What follows belongs to an exercise in optimizing a design on an open flow for small area, a short achievable clock period and few clock cycles per item; a production flow would make more cautious choices. RTL that was checked went through simulation tests only; none was proved equivalent to the original.

== run B ==
// ray_box_slab_test
module ray_box_slab_test (
	input  logic                                 clk,
	input  logic                                 arst_n,
	input  logic                                 cfg_we,
	input  logic [rbst_pkg::IDX_W-1:0]           cfg_index,
	input  logic [rbst_pkg::COORD_W-1:0]         cfg_wdata,
	input  logic                                 s_tvalid,
	output logic                                 s_tready,
	input  logic [8*rbst_pkg::IN_BYTES-1:0]      s_tdata,
	output logic                                 m_tvalid,
	input  logic                                 m_tready,
	output logic [8*rbst_pkg::OUT_BYTES-1:0]     m_tdata
);
	localparam int AX   = rbst_pkg::AXES;
	localparam int LN   = rbst_pkg::LANES;
	localparam int RW   = rbst_pkg::RW;
	localparam int DW   = rbst_pkg::DW;
	localparam int TW   = rbst_pkg::TW;
	localparam int NST  = rbst_pkg::NST;
	localparam int NC   = rbst_pkg::NCMP;
	localparam int LAT  = rbst_pkg::FRONT_LAT + NST + 1;
	localparam int QD   = LAT + 2;
	localparam int CNTW = 5;    
	logic [AX*32-1:0] lo_q, hi_q;
	logic [15:0]      eps_q;
	always_ff @(posedge clk or negedge arst_n) begin
		if (!arst_n) begin
			lo_q  <= '0;
			hi_q  <= '0;
			eps_q <= 16'd66;
		end else if (cfg_we) begin
			case (cfg_index)
				rbst_pkg::REG_LOW_X:  lo_q[0 +: 32]  <= cfg_wdata;
				rbst_pkg::REG_LOW_Y:  lo_q[32 +: 32] <= cfg_wdata;
				rbst_pkg::REG_LOW_Z:  lo_q[64 +: 32] <= cfg_wdata;
				rbst_pkg::REG_HIGH_X: hi_q[0 +: 32]  <= cfg_wdata;
				rbst_pkg::REG_HIGH_Y: hi_q[32 +: 32] <= cfg_wdata;
  ...
For scale: ~57000 cells after synthesis, ~10000 flip-flops, ~240 I/O pins, ~0.52 sq mm of cells after synthesis.
clock: 8.0 ns
lec_check: 0
cap_margin: 20
core_margin: 2
core_utilization: 40
cts_cluster_diameter: 60
cts_cluster_size: 30
setup_slack_margin: 4.5
slew_margin: 20
run.sh (not shown) runs the stock make flow with config.mk's settings and CLKGATE_MAP_FILE= SYNTH_SCRIPT=/design/flow/synth_recipe.tcl, a recipe that flattens the netlist after the stock synthesis.
[inputs] run D vs run B
Settings: CTS_CLUSTER_DIAMETER removed (was 60); CTS_CLUSTER_SIZE removed (was 30).
Notes after the runs:
Run D: flow complete, layout not clean; failing: antenna violations
As far as post-detailed-route DRC marker count goes, run B and run D are indistinguishable; the numbers are identical.
Worst setup path startpoint = c_st[2270]: run B; worst setup path startpoint = s_st[3352]: run D
Between run B and run D, total global-route track usage increased.
Delta (run D minus run B): routed length on met2 went up 8.7 mm; via count went up about 1.2%.
No functional check of the RTL was part of any run of this note.

---

Setup of job 9092:
Another version of the RTL of ray_box_slab_test (not shown whole).
Size in the first run: about 45,000 cells after synthesis, roughly 10,000 flip-flops.
clock: 8.0 ns
lec_check: 0
cap_margin: 20
core_margin: 2
core_utilization: 40
place_density: 0.65
setup_slack_margin: 4.5
slew_margin: 20
tns_end_percent: 0
Testbench counts of job 9092, summed over its fixed seeds: cycles 8,176, items 8,000.
The following lists how job 9682 was set up differently from job 9092:
- a change of PLACE_DENSITY from 0.65 to 0.7
==> comparison <==
The first-pass GRT wire length in job 9682 was lower than what job 9092 gave.
Compared job 9092 against job 9682; final design area excluding fillers within noise.
Comparing job 9092 and job 9682, fraction of final layout cells with drive strength greater than 1 is lower on job 9682.
Diff job 9092 -> job 9682: number of non-filler instances in the completed layout neither gained nor lost much; sequential share of layout area neither gained nor lost much; stage delay of the slowest cell on the critical path neither gained nor lost much; placed cell area neither gained nor lost much.
Cmp job 9682 vs job 9092: non-clock buffer count lower in job 9682
Comparing job 9682 against job 9092, there is no change at all in die outline area.
For job 2798, these inputs were changed with respect to job 9682:
- clearing PLACE_DENSITY, which used to be 0.7
--- outcome ---
- The inverter count of the layout excluding clock inverters was comparable across job 2798 and job 9682.
- Job 2798 finished all stages; the layout is clean.
--- input diff job 2798..job 4263 ---
- an added PLACE_DENSITY of 0.75
==> summary.txt <==
Job 4263 finished all stages; the layout is clean.
[compare] base=job 2798 new=job 4263: hold slack roughly the same; total area of sequential cells shows no meaningful change.

---

ray_box_slab_test, a different RTL version from the one above (not shown whole).
Size: ~240 I/O pins.
clock: 8.0 ns
lec_check: 0
cap_margin: 20
core_margin: 2
core_utilization: 40
cts_buf_list: sky130_fd_sc_hd__clkbuf_8
setup_slack_margin: 4.5
slew_margin: 20
tns_end_percent: 0
The first run completed with no timing, DRC or antenna violations.
Testbench counts at the start, summed over its fixed seeds: cycles 8,168, items 8,000.
Then changed:
--- a/flow/config.mk
+++ b/flow/config.mk
@@ -10,3 +10,2 @@
 export CORE_UTILIZATION = 40
-export CTS_BUF_LIST = sky130_fd_sc_hd__clkbuf_8
 export SETUP_SLACK_MARGIN = 4.5
After rerunning:
- hold slack gets better by 0.16 ns
- worst setup slack stays flat
- first-iteration DRC count went up by 2.1%

---

Another version of the RTL of ray_box_slab_test (not shown whole).
For scale: roughly 45000 cells after synthesis, about 9900 flip-flops.
==> flow/config.mk <==
export PLATFORM = sky130hd
export DESIGN_NAME = ray_box_slab_test
export DESIGN_NICKNAME = ray_box_slab_test
export VERILOG_FILES = /design/flow/design.v
export SDC_FILE = /design/flow/constraint.sdc
export NUM_CORES = 8
export LEC_CHECK = 0
export CAP_MARGIN = 20
export CORE_MARGIN = 2
export CORE_UTILIZATION = 40
export PLACE_DENSITY = 0.7
export SETUP_SLACK_MARGIN = 4.5
export SLEW_MARGIN = 20
export TNS_END_PERCENT = 0
==> flow/constraint.sdc <==
create_clock -name core_clock -period 8.0 [get_ports {clk}]
set_input_delay 1.6000 -clock core_clock [delete_from_list [all_inputs] [get_ports {clk}]]
set_output_delay 1.6000 -clock core_clock [all_outputs]
set_load 0.01 [all_outputs]
==> next run, changes <==
- PLACE_DENSITY: 0.7 -> 0.65
Setup slack improved by 90 ps; hold slack gets worse by 44 ps; final area increases by 0.33%; die area stays the same; flip-flop and latch count stays the same; synthesized cell count does not change; utilization rises by 0.15 points.
==> next run, changes <==
- PLACE_DENSITY: 0.65 -> 0.75
After rerunning: The new run completed without violations; hold slack got worse by 5.1 ps; count of clock-buffer cells in the layout shrinks by 40; final cell count is about the same; cell area shrinks slightly; critical path depth shrinks by 7; sequential share of layout area grows by 0.16 points; wire length shrinks slightly; synthesized area is unchanged.
No functional check of the RTL was part of any run of this note.

-- re-timing with driven ports --
The results above use ideal ports. As a check the final layouts listed here were re-extracted and re-timed, cells and wires unchanged.
Step 1 sets driving cells, clkbuf_16 on the clock port and buf_2 on the other inputs (assumed; they add their load-dependent delay and slew).
Step 2 adds t to the input delays and takes it off the output delays; t is the mean of the earliest and latest rising clock arrival at the registers after step 1. Input paths then give back, and output paths get back, about the clock's delay inside the block.
a / b / c = ideal / step 1 / step 2; a / b = the first two.
run | t (ns) | setup slack, ns | worst hold slack (ns) | worst slew at a driven data input, ns | cell pins on the clock port's net
run B | 1.394 | 3.835 / 3.835 / 3.057 | 0.249 / 0.249 / 0.249 | 0.19 | 1
run D | 1.437 | 3.949 / 3.949 / 3.013 | 0.274 / 0.158 / 0.274 | 0.20 | 1
job 9092 | 1.276 | 4.253 / 4.225 / 3.106 | 0.279 / 0.279 / 0.279 | 0.09 | 1
job 9682 | 1.263 | 4.256 / 4.305 / 3.125 | 0.281 / 0.281 / 0.281 | 0.09 | 1
job 2798 | 1.371 | 4.263 / 4.291 / 3.034 | 0.254 / 0.254 / 0.254 | 0.12 | 1
job 4263 | 1.257 | 4.287 / 4.284 / 3.176 | 0.252 / 0.252 / 0.252 | 0.09 | 1
the first run of note 3 | 1.602 | 4.085 / 4.052 / 2.575 | 0.138 / 0.113 / 0.247 | 0.27 | 1
the second run of note 3 | 1.366 | 4.087 / 4.087 / 2.823 | 0.297 / 0.297 / 0.297 | 0.26 | 1
the first run of note 4 | 1.260 | 4.035 / 4.035 / 3.020 | 0.281 / 0.281 / 0.281 | 0.11 | 1
the second run of note 4 | 1.276 | 4.125 / 4.125 / 3.114 | 0.238 / 0.238 / 0.238 | 0.12 | 1
the third run of note 4 | 1.247 | 4.080 / 4.080 / 3.076 | 0.232 / 0.232 / 0.232 | 0.09 | 1
For the first run of note 3, which loses most, drivers alone change the setup slack by -0.033 ns; drivers and shift together by -1.510 ns.
